Source: an optimization exercise on an open RTL-to-GDS flow (aim: a short achievable clock period and few clock cycles per item). Production flows keep margins and buffers that such runs may drop. The RTL was checked by simulation tests, not by an equivalence proof against the original design. No driver is modelled on the clock port, so clock power and skew are understated where the tree is cut down; a real chip needs a root buffer or a tree. No activity file was given, so power comes from the tool's default toggle rates.

Setup of job 9151:
Design mem_responder, start of the top module:
module mem_responder #(
    parameter int ADDR_BITS = 8,
    parameter int LATENCY   = 2
) (
    input  logic        clk,
    input  logic        reset,
    input  logic        req_valid,
    output logic        req_ready,
    input  logic        req_wr,
    input  logic [31:0] req_addr,
    input  logic [31:0] req_wdata,
    input  logic [3:0]  req_be,
    output logic        resp_valid,
    input  logic        resp_ready,
    output logic [31:0] resp_rdata,
    output logic        resp_err
);
For scale: about 2,800 flip-flops, ~97,000 sq um of cells after synthesis.
==> flow/config.mk <==
export PLATFORM = sky130hd
export DESIGN_NAME = mem_responder
export DESIGN_NICKNAME = mem_responder
export VERILOG_FILES = /design/flow/design.v
export SDC_FILE = /design/flow/constraint.sdc
export NUM_CORES = 4
export LEC_CHECK = 0
export CAP_MARGIN = 20
export CORE_MARGIN = 2
export CORE_UTILIZATION = 45
export CTS_CLUSTER_DIAMETER = 100
export CTS_CLUSTER_SIZE = 25
export SETUP_SLACK_MARGIN = 2.95
export SLEW_MARGIN = 20
export TNS_END_PERCENT = 100
==> flow/constraint.sdc <==
create_clock -name core_clock -period 5.0 [get_ports {clk}]
set_input_delay 1.0000 -clock core_clock [delete_from_list [all_inputs] [get_ports {clk}]]
set_output_delay 1.0000 -clock core_clock [all_outputs]
set_load 0.01 [all_outputs]
standard.sh (not shown) runs the stock make flow with config.mk's settings and CLKGATE_MAP_FILE= SYNTH_SCRIPT=/design/flow/synth_recipe.tcl, a recipe that flattens the netlist after the stock synthesis.
==> flow/flow/run.sh <==
#!/bin/bash
# Own flow: the standard layout (standard.sh), with one change after clock
# tree synthesis (flow/post_cts_hook.tcl, flow/post_cts.tcl): the leaf buffers
# that ORFS's CTS made (each driving a cluster of flip-flop clock pins) are
# kept, and the levels above them are rebuilt as 12 inverters, each at the
# centre of a group of nearby leaf buffers, driven by 4 inverters that the
# clock port drives. Every register's clock passes through the same three
# levels.
set -euo pipefail
W=$(pwd)
export POST_CTS_TCL="$W/flow/post_cts_hook.tcl"
bash "$W/standard.sh" > "$W/standard.log" 2>&1
==> flow/flow/post_cts.tcl <==

proc pc_center {inst} {
  set b [$inst getBBox]
  return [list [expr {([$b xMin] + [$b xMax]) / 2.0}] [expr {([$b yMin] + [$b yMax]) / 2.0}]]
}

# k-means on points {x y}; returns {assignment centres_x centres_y}
proc pc_kmeans {pts k iters} {
  set n [llength $pts]
  set k [expr {min($k, $n)}]
  # start from k points spread through the list sorted by angle around the centre
  set mx 0.0; set my 0.0
  foreach p $pts { set mx [expr {$mx + [lindex $p 0]}]; set my [expr {$my + [lindex $p 1]}] }
  set mx [expr {$mx / $n}]; set my [expr {$my / $n}]
  set keyed {}
  set i 0
  foreach p $pts {
    lappend keyed [list [expr {atan2([lindex $p 1] - $my, [lindex $p 0] - $mx)}] $i]
    incr i
  }
  set keyed [lsort -real -index 0 $keyed]
  set cx {}; set cy {}
  for {set c 0} {$c < $k} {incr c} {
    set idx [lindex $keyed [expr {int(($c + 0.5) * $n / $k)}] 1]
    lappend cx [expr {($mx + [lindex $pts $idx 0]) / 2.0}]
    lappend cy [expr {($my + [lindex $pts $idx 1]) / 2.0}]
  }
  for {set it 0} {$it < $iters} {incr it} {
    set asg {}
    foreach p $pts {
      lassign $p x y
      set best 0; set bd 1e30
      for {set c 0} {$c < $k} {incr c} {
        set dx [expr {$x - [lindex $cx $c]}]; set dy [expr {$y - [lindex $cy $c]}]
        set d [expr {$dx * $dx + $dy * $dy}]
        if {$d < $bd} { set bd $d; set best $c }
      }
      lappend asg $best
    }
    set sx [lrepeat $k 0.0]; set sy [lrepeat $k 0.0]; set sn [lrepeat $k 0]
    foreach p $pts a $asg {
      lset sx $a [expr {[lindex $sx $a] + [lindex $p 0]}]
      lset sy $a [expr {[lindex $sy $a] + [lindex $p 1]}]
      lset sn $a [expr {[lindex $sn $a] + 1}]
    }
    for {set c 0} {$c < $k} {incr c} {
      if {[lindex $sn $c] > 0} {
        lset cx $c [expr {[lindex $sx $c] / [lindex $sn $c]}]
        lset cy $c [expr {[lindex $sy $c] / [lindex $sn $c]}]
      }
    }
  }
  return [list $asg $cx $cy]
}

proc pc_out_net {inst} {
  foreach it [$inst getITerms] {
    if {[$it getIoType] eq "OUTPUT" && [$it getNet] ne "NULL"} { return [$it getNet] }
  }
  return ""
}

proc pc_in_term {inst} {
  foreach it [$inst getITerms] {
    if {[$it getIoType] eq "INPUT" && [[$it getMTerm] getSigType] ni {POWER GROUND}} { return $it }
  }
  error "no input on [$inst getName]"
}

proc my_rebuild_clock_top {leafcell levels} {
  set db [ord::get_db]
  set block [ord::get_db_block]
  set rnet [[$block findBTerm clk] getNet]
  # Walk the tree from the port
  set cells {}
  set todo [list $rnet]
  while {[llength $todo]} {
    set net [lindex $todo 0]; set todo [lrange $todo 1 end]
    foreach it [$net getITerms] {
      if {[$it getIoType] ne "INPUT"} continue
      set inst [$it getInst]
      if {[[$inst getMaster] isSequential]} continue
      lappend cells $inst
      set o [pc_out_net $inst]
      if {$o ne ""} { lappend todo $o }
    }
  }
  set leaves {}
  set others {}
  foreach inst $cells {
    set o [pc_out_net $inst]
    set isleaf 0
    if {$o ne ""} {
      foreach it [$o getITerms] {
        if {[$it getIoType] eq "INPUT" && [[[$it getInst] getMaster] isSequential]} { set isleaf 1; break }
      }
    }
    if {$isleaf} { lappend leaves $inst } else { lappend others $inst }
  }
  # A leaf whose net also feeds other tree cells would lose them: keep the tree then
  foreach inst $leaves {
    foreach it [[pc_out_net $inst] getITerms] {
      if {[$it getIoType] eq "INPUT" && ![[[$it getInst] getMaster] isSequential]} {
        if {[lsearch -exact $others [$it getInst]] >= 0 && [pc_out_net [$it getInst]] ne ""} {
          puts "post_cts: leaf [$inst getName] also drives tree cells, tree kept"
          return 0
        }
      }
    }
  }
  puts "post_cts: [llength $leaves] leaf buffers kept, [llength $others] upper tree cells removed"
  foreach inst $leaves { [pc_in_term $inst] disconnect }
  set dead {}
  foreach inst $others {
    set o [pc_out_net $inst]
    if {$o ne ""} { lappend dead $o }
    odb::dbInst_destroy $inst
  }
  foreach net $dead { odb::dbNet_destroy $net }
  if {$leafcell ne ""} {
    set lm [$db findMaster $leafcell]
    set new {}
    foreach inst $leaves { lappend new [pc_replace_cell $inst $lm] }
    set leaves $new
  }
  # Build the levels above the leaves, bottom up; the last level is driven by the port
  set nodes $leaves
  set lv 0
  foreach level $levels {
    lassign $level n cell
    set pts {}
    foreach inst $nodes { lappend pts [pc_center $inst] }
    lassign [pc_kmeans $pts $n 30] asg gx gy
    set m [$db findMaster $cell]
    set nets {}
    set made {}
    set sizes {}
    for {set g 0} {$g < [llength $gx]} {incr g} {
      set inst [odb::dbInst_create $block $m "clkbuf_top${lv}_$g"]
      set net [odb::dbNet_create $block "clknet_top${lv}_$g"]
      $net setSigType CLOCK
      set w [$m getWidth]; set h [$m getHeight]
      $inst setLocation [expr {int([lindex $gx $g] - $w / 2)}] [expr {int([lindex $gy $g] - $h / 2)}]
      $inst setPlacementStatus PLACED
      foreach it [$inst getITerms] {
        if {[[$it getMTerm] getSigType] in {POWER GROUND}} continue
        if {[$it getIoType] eq "OUTPUT"} { $it connect $net }
      }
      lappend nets $net
      lappend made $inst
      lappend sizes 0
    }
    foreach inst $nodes a $asg {
      [pc_in_term $inst] connect [lindex $nets $a]
      lset sizes $a [expr {[lindex $sizes $a] + 1}]
    }
    puts "post_cts: level $lv: [llength $made] x $cell, fanout $sizes"
    set nodes $made
    incr lv
  }
  foreach inst $nodes { [pc_in_term $inst] connect $rnet }
  puts "post_cts: port drives [llength $nodes] cells"
  return 1
}

# Replace a one-input, one-output cell by another of a different master
proc pc_replace_cell {inst master} {
  set block [ord::get_db_block]
  set name [$inst getName]
  set loc [$inst getLocation]
  set in [[pc_in_term $inst] getNet]
  set out [pc_out_net $inst]
  odb::dbInst_destroy $inst
  set new [odb::dbInst_create $block $master "${name}_r"]
  $new setLocation {*}$loc
  $new setPlacementStatus PLACED
  foreach it [$new getITerms] {
    if {[[$it getMTerm] getSigType] in {POWER GROUND}} continue
    if {[$it getIoType] eq "OUTPUT"} { $it connect $out }
    if {[$it getIoType] eq "INPUT" && $in ne "NULL"} { $it connect $in }
  }
  return $new
}
Other scripts of this flow, unchanged in this note and not shown: flow/flow/post_cts_hook.tcl
Testbench counts of job 9151, summed over its fixed seeds: cycles 4,824, items 4,800.
The following lists how job 6658 was set up differently from job 9151:
# job 9151
export LEC_CHECK = 0
export CAP_MARGIN = 20
export CORE_MARGIN = 2
export CORE_UTILIZATION = 45
export CTS_CLUSTER_DIAMETER = 100
export CTS_CLUSTER_SIZE = 25
export SETUP_SLACK_MARGIN = 2.95
export SLEW_MARGIN = 20
export TNS_END_PERCENT = 100
create_clock -name core_clock -period 5.0 [get_ports {clk}]
# job 6658
export LEC_CHECK = 0
export CAP_MARGIN = 20
export CORE_MARGIN = 2
export CORE_UTILIZATION = 45
export CTS_CLUSTER_DIAMETER = 100
export CTS_CLUSTER_SIZE = 25
export SETUP_SLACK_MARGIN = 3
export SLEW_MARGIN = 20
export TNS_END_PERCENT = 100
create_clock -name core_clock -period 5.0 [get_ports {clk}]
## What came out
- Compared with job 9151, in job 6658 met2 layer usage reported by global route held steady, combinational cell fraction of total power increased by 0.2 points relative to the old numbers, wire length on met3 moved up, async set-reset flop share out of synthesis stayed essentially flat, final estimated routing congestion in global placement now sits lower.
- Between job 6658 and job 9151, the difference in power density normalized to cell area is negligible.
- Max freq job 9151 -> job 6658: improved
- Relative to job 9151, the total wire length after detailed routing measured on job 6658 has increased by a few percent.
- Comparing job 6658 with job 9151, the clock power share came out essentially unchanged.
- Clock transition at the registers of the reported paths of job 9151 is on par with job 6658.
Modified inputs, job 1523 compared to job 6658
# job 6658
export LEC_CHECK = 0
export CAP_MARGIN = 20
export CORE_MARGIN = 2
export CORE_UTILIZATION = 45
export CTS_CLUSTER_DIAMETER = 100
export CTS_CLUSTER_SIZE = 25
export SETUP_SLACK_MARGIN = 3
export SLEW_MARGIN = 20
export TNS_END_PERCENT = 100
create_clock -name core_clock -period 5.0 [get_ports {clk}]
# job 1523
export LEC_CHECK = 0
export CAP_MARGIN = 20
export CORE_MARGIN = 2
export CORE_UTILIZATION = 45
export CTS_CLUSTER_DIAMETER = 100
export CTS_CLUSTER_SIZE = 25
export SETUP_SLACK_MARGIN = 3.1
export SLEW_MARGIN = 20
export TNS_END_PERCENT = 100
create_clock -name core_clock -period 5.0 [get_ports {clk}]
-- flow/flow/post_cts.tcl --
<<< job 6658, line 38
      lappend asg $best
    }
>>> job 1523, line 38
      lappend asg $best
    }
    set sx [lrepeat $k 0.0]; set sy [lrepeat $k 0.0]; set sn [lrepeat $k 0]
    foreach p $pts a $asg {
      lset sx $a [expr {[lindex $sx $a] + [lindex $p 0]}]
      lset sy $a [expr {[lindex $sy $a] + [lindex $p 1]}]
      lset sn $a [expr {[lindex $sn $a] + 1}]
    }
    for {set c 0} {$c < $k} {incr c} {
      if {[lindex $sn $c] > 0} {
        lset cx $c [expr {[lindex $sx $c] / [lindex $sn $c]}]
        lset cy $c [expr {[lindex $sy $c] / [lindex $sn $c]}]
      }
    }
  }
  return [list $asg $cx $cy]
}

# Balance a clustering: reassign points greedily by distance to the centres,
# at most cap points per centre, then move the centres; a few rounds.
proc pc_balance {pts cx cy cap rounds} {
  set k [llength $cx]
  for {set r 0} {$r < $rounds} {incr r} {
    set pairs {}
    set i 0
    foreach p $pts {
      lassign $p x y
      for {set c 0} {$c < $k} {incr c} {
        set dx [expr {$x - [lindex $cx $c]}]; set dy [expr {$y - [lindex $cy $c]}]
        lappend pairs [list [expr {$dx * $dx + $dy * $dy}] $i $c]
      }
      incr i
    }
    set pairs [lsort -real -index 0 $pairs]
    set asg [lrepeat [llength $pts] -1]
    set used [lrepeat $k 0]
    foreach pr $pairs {
      lassign $pr d i c
      if {[lindex $asg $i] >= 0 || [lindex $used $c] >= $cap} continue
      lset asg $i $c
      lset used $c [expr {[lindex $used $c] + 1}]
    }
<<< job 6658, line 133
    lassign [pc_kmeans $pts $n 30] asg gx gy
    set m [$db findMaster $cell]
>>> job 1523, line 173
    lassign [pc_kmeans $pts $n 30] asg gx gy
    set cap [expr {int(ceil(double([llength $pts]) / [llength $gx]))}]
    lassign [pc_balance $pts $gx $gy $cap 5] asg gx gy
    set m [$db findMaster $cell]
Findings:
- Job 1523 closes out successfully: all stages finished, all timing, DRC and antenna checks passed.
- In the final reports, the cell area of job 1523 is larger than that of job 6658.
- The run showing the smaller portion of the clock cycle consumed by the worst path in the final layout is job 1523.
- Delta (job 1523 minus job 6658): power density over cell area about even; half-perimeter wire length after detailed placement fell 2300 um; average cell area after synthesis about even.
- Compared with job 6658, in job 1523 switching part of the total power barely changed, initial antenna violation count climbed 2.
- Signed area change from the synthesized netlist to the final layout in job 1523 is 0.37 points higher than in job 6658
- Summary of the comparison: global-route met2 utilization is higher in job 1523, relative to job 6658.
- Job 1523 reports a higher detailed-route wire length than job 6658 does.
Relative to job 1523, the following input files were edited for job 3706:
# job 1523
export LEC_CHECK = 0
export CAP_MARGIN = 20
export CORE_MARGIN = 2
export CORE_UTILIZATION = 45
export CTS_CLUSTER_DIAMETER = 100
export CTS_CLUSTER_SIZE = 25
export SETUP_SLACK_MARGIN = 3.1
export SLEW_MARGIN = 20
export TNS_END_PERCENT = 100
create_clock -name core_clock -period 5.0 [get_ports {clk}]
# job 3706
export LEC_CHECK = 0
export CAP_MARGIN = 20
export CORE_MARGIN = 2
export CORE_UTILIZATION = 45
export CTS_CLUSTER_DIAMETER = 100
export CTS_CLUSTER_SIZE = 25
export SETUP_SLACK_MARGIN = 3.05
export SLEW_MARGIN = 20
export TNS_END_PERCENT = 100
create_clock -name core_clock -period 5.0 [get_ports {clk}]
-- flow/flow/post_cts.tcl --
<<< job 1523, line 38
      lappend asg $best
    }
    set sx [lrepeat $k 0.0]; set sy [lrepeat $k 0.0]; set sn [lrepeat $k 0]
    foreach p $pts a $asg {
      lset sx $a [expr {[lindex $sx $a] + [lindex $p 0]}]
      lset sy $a [expr {[lindex $sy $a] + [lindex $p 1]}]
      lset sn $a [expr {[lindex $sn $a] + 1}]
    }
    for {set c 0} {$c < $k} {incr c} {
      if {[lindex $sn $c] > 0} {
        lset cx $c [expr {[lindex $sx $c] / [lindex $sn $c]}]
        lset cy $c [expr {[lindex $sy $c] / [lindex $sn $c]}]
      }
    }
  }
  return [list $asg $cx $cy]
}

# Balance a clustering: reassign points greedily by distance to the centres,
# at most cap points per centre, then move the centres; a few rounds.
proc pc_balance {pts cx cy cap rounds} {
  set k [llength $cx]
  for {set r 0} {$r < $rounds} {incr r} {
    set pairs {}
    set i 0
    foreach p $pts {
      lassign $p x y
      for {set c 0} {$c < $k} {incr c} {
        set dx [expr {$x - [lindex $cx $c]}]; set dy [expr {$y - [lindex $cy $c]}]
        lappend pairs [list [expr {$dx * $dx + $dy * $dy}] $i $c]
      }
      incr i
    }
    set pairs [lsort -real -index 0 $pairs]
    set asg [lrepeat [llength $pts] -1]
    set used [lrepeat $k 0]
    foreach pr $pairs {
      lassign $pr d i c
      if {[lindex $asg $i] >= 0 || [lindex $used $c] >= $cap} continue
      lset asg $i $c
      lset used $c [expr {[lindex $used $c] + 1}]
    }
>>> job 3706, line 38
      lappend asg $best
    }
<<< job 1523, line 173
    lassign [pc_kmeans $pts $n 30] asg gx gy
    set cap [expr {int(ceil(double([llength $pts]) / [llength $gx]))}]
    lassign [pc_balance $pts $gx $gy $cap 5] asg gx gy
    set m [$db findMaster $cell]
>>> job 3706, line 133
    lassign [pc_kmeans $pts $n 30] asg gx gy
    set m [$db findMaster $cell]
--- outcome ---
- There was hardly any difference in number of clock sinks between job 3706 and job 1523.
- The maximum clock frequency of job 3706 is lower than that of job 1523.
- Between job 1523 and job 3706, the clock share of power figures differ only marginally.
- Remaining number of nets flagged by the antenna check after routing: job 1523 vs job 3706 identical
- Setup slack in job 3706 is 0.073 ns lower than in job 1523
- | utilization | job 3706 vs job 1523 | ≈ equal |
- Going from job 1523 to job 3706, area overhead of the layout relative to synthesis neither gained nor lost much; final critical-path required period picked up an extra 0.073 ns.
#### Input delta (job 7415 over job 3706)
# job 3706
export LEC_CHECK = 0
export CAP_MARGIN = 20
export CORE_MARGIN = 2
export CORE_UTILIZATION = 45
export CTS_CLUSTER_DIAMETER = 100
export CTS_CLUSTER_SIZE = 25
export SETUP_SLACK_MARGIN = 3.05
export SLEW_MARGIN = 20
export TNS_END_PERCENT = 100
create_clock -name core_clock -period 5.0 [get_ports {clk}]
# job 7415
export LEC_CHECK = 0
export CAP_MARGIN = 20
export CORE_MARGIN = 2
export CORE_UTILIZATION = 60
export CTS_CLUSTER_DIAMETER = 100
export CTS_CLUSTER_SIZE = 25
export SETUP_SLACK_MARGIN = 3.2
export SLEW_MARGIN = 20
export TNS_END_PERCENT = 100
create_clock -name core_clock -period 5.0 [get_ports {clk}]
-- flow/flow/post_cts.tcl --
<<< job 3706, line 38
      lappend asg $best
    }
>>> job 7415, line 38
      lappend asg $best
    }
    set sx [lrepeat $k 0.0]; set sy [lrepeat $k 0.0]; set sn [lrepeat $k 0]
    foreach p $pts a $asg {
      lset sx $a [expr {[lindex $sx $a] + [lindex $p 0]}]
      lset sy $a [expr {[lindex $sy $a] + [lindex $p 1]}]
      lset sn $a [expr {[lindex $sn $a] + 1}]
    }
    for {set c 0} {$c < $k} {incr c} {
      if {[lindex $sn $c] > 0} {
        lset cx $c [expr {[lindex $sx $c] / [lindex $sn $c]}]
        lset cy $c [expr {[lindex $sy $c] / [lindex $sn $c]}]
      }
    }
  }
  return [list $asg $cx $cy]
}

# Balance a clustering: reassign points greedily by distance to the centres,
# at most cap points per centre, then move the centres; a few rounds.
proc pc_balance {pts cx cy cap rounds} {
  set k [llength $cx]
  for {set r 0} {$r < $rounds} {incr r} {
    set pairs {}
    set i 0
    foreach p $pts {
      lassign $p x y
      for {set c 0} {$c < $k} {incr c} {
        set dx [expr {$x - [lindex $cx $c]}]; set dy [expr {$y - [lindex $cy $c]}]
        lappend pairs [list [expr {$dx * $dx + $dy * $dy}] $i $c]
      }
      incr i
    }
    set pairs [lsort -real -index 0 $pairs]
    set asg [lrepeat [llength $pts] -1]
    set used [lrepeat $k 0]
    foreach pr $pairs {
      lassign $pr d i c
      if {[lindex $asg $i] >= 0 || [lindex $used $c] >= $cap} continue
      lset asg $i $c
      lset used $c [expr {[lindex $used $c] + 1}]
    }
<<< job 3706, line 133
    lassign [pc_kmeans $pts $n 30] asg gx gy
    set m [$db findMaster $cell]
>>> job 7415, line 173
    lassign [pc_kmeans $pts $n 30] asg gx gy
    set cap [expr {int(ceil(double([llength $pts]) / [llength $gx]))}]
    lassign [pc_balance $pts $gx $gy $cap 5] asg gx gy
    set m [$db findMaster $cell]
Results
Job 7415 completed end to end with timing, DRC and antenna clean. Job 3706 was carried through to the last stage, and its layout satisfied the timing, DRC and antenna checks. Looking at job 7415 and job 3706, the final design instance area without fill is a wash. Comparing job 7415 against job 3706, there is no change at all in number of signal-net inverters in the final layout. Detailed-route wire length per cell: job 7415 and job 3706 compared, lower one is job 3706. Between job 3706 and job 7415, maximum fanout along the worst path increased. [diff] routed wire length, job 7415 relative to job 3706: improvement. Between job 3706 and job 7415, the flow reports multi-input logic area increasing slightly.
For job 200, these inputs were changed with respect to job 7415:
# job 7415
export LEC_CHECK = 0
export CAP_MARGIN = 20
export CORE_MARGIN = 2
export CORE_UTILIZATION = 60
export CTS_CLUSTER_DIAMETER = 100
export CTS_CLUSTER_SIZE = 25
export SETUP_SLACK_MARGIN = 3.2
export SLEW_MARGIN = 20
export TNS_END_PERCENT = 100
create_clock -name core_clock -period 5.0 [get_ports {clk}]
# job 200
export LEC_CHECK = 0
export CAP_MARGIN = 20
export CORE_MARGIN = 2
export CORE_UTILIZATION = 45
export CTS_CLUSTER_DIAMETER = 100
export CTS_CLUSTER_SIZE = 25
export SETUP_SLACK_MARGIN = 3.2
export SLEW_MARGIN = 20
export TNS_END_PERCENT = 100
create_clock -name core_clock -period 5.0 [get_ports {clk}]
## What came out
- Job 200 vs job 7415: area growth from synthesis to layout up
- Job 200 reports a lower total routing resource utilization after global routing than job 7415 does.
- Re clock skew: job 7415 was lower than job 200.
- Job 200: critical path depth is 3 lower than what job 7415 reported.

afterwards: timing with drivers on the ports:
Ports are ideal in the flow. The routed layouts listed here were re-timed in OpenROAD.
Step 1 assumes that a clkbuf_16 drives the clock port and a buf_2 every other input.
Step 2 adds t to the input delays and takes it off the output delays; t is the mean of the earliest and latest rising clock arrival at the registers after step 1. Input paths then give back, and output paths get back, about the clock's delay inside the block.
Slacks: ideal ports / drivers / drivers and shift; pairs: ideal ports / drivers.
run	t, ns	setup slack, ns	cell pins on the clock port's net
job 9151	0.739	2.872 / 2.740 / 2.403	4
job 6658	0.722	2.968 / 2.751 / 2.506	4
job 1523	0.733	3.076 / 2.795 / 2.468	4
job 3706	0.730	3.003 / 2.756 / 2.474	4
job 7415	0.730	3.087 / 2.778 / 2.533	4
job 200	0.732	3.101 / 2.780 / 2.618	4
After both steps every run listed still meets setup and hold. For job 1523, which loses most, drivers alone change the setup slack by -0.281 ns; drivers and shift together by -0.608 ns.
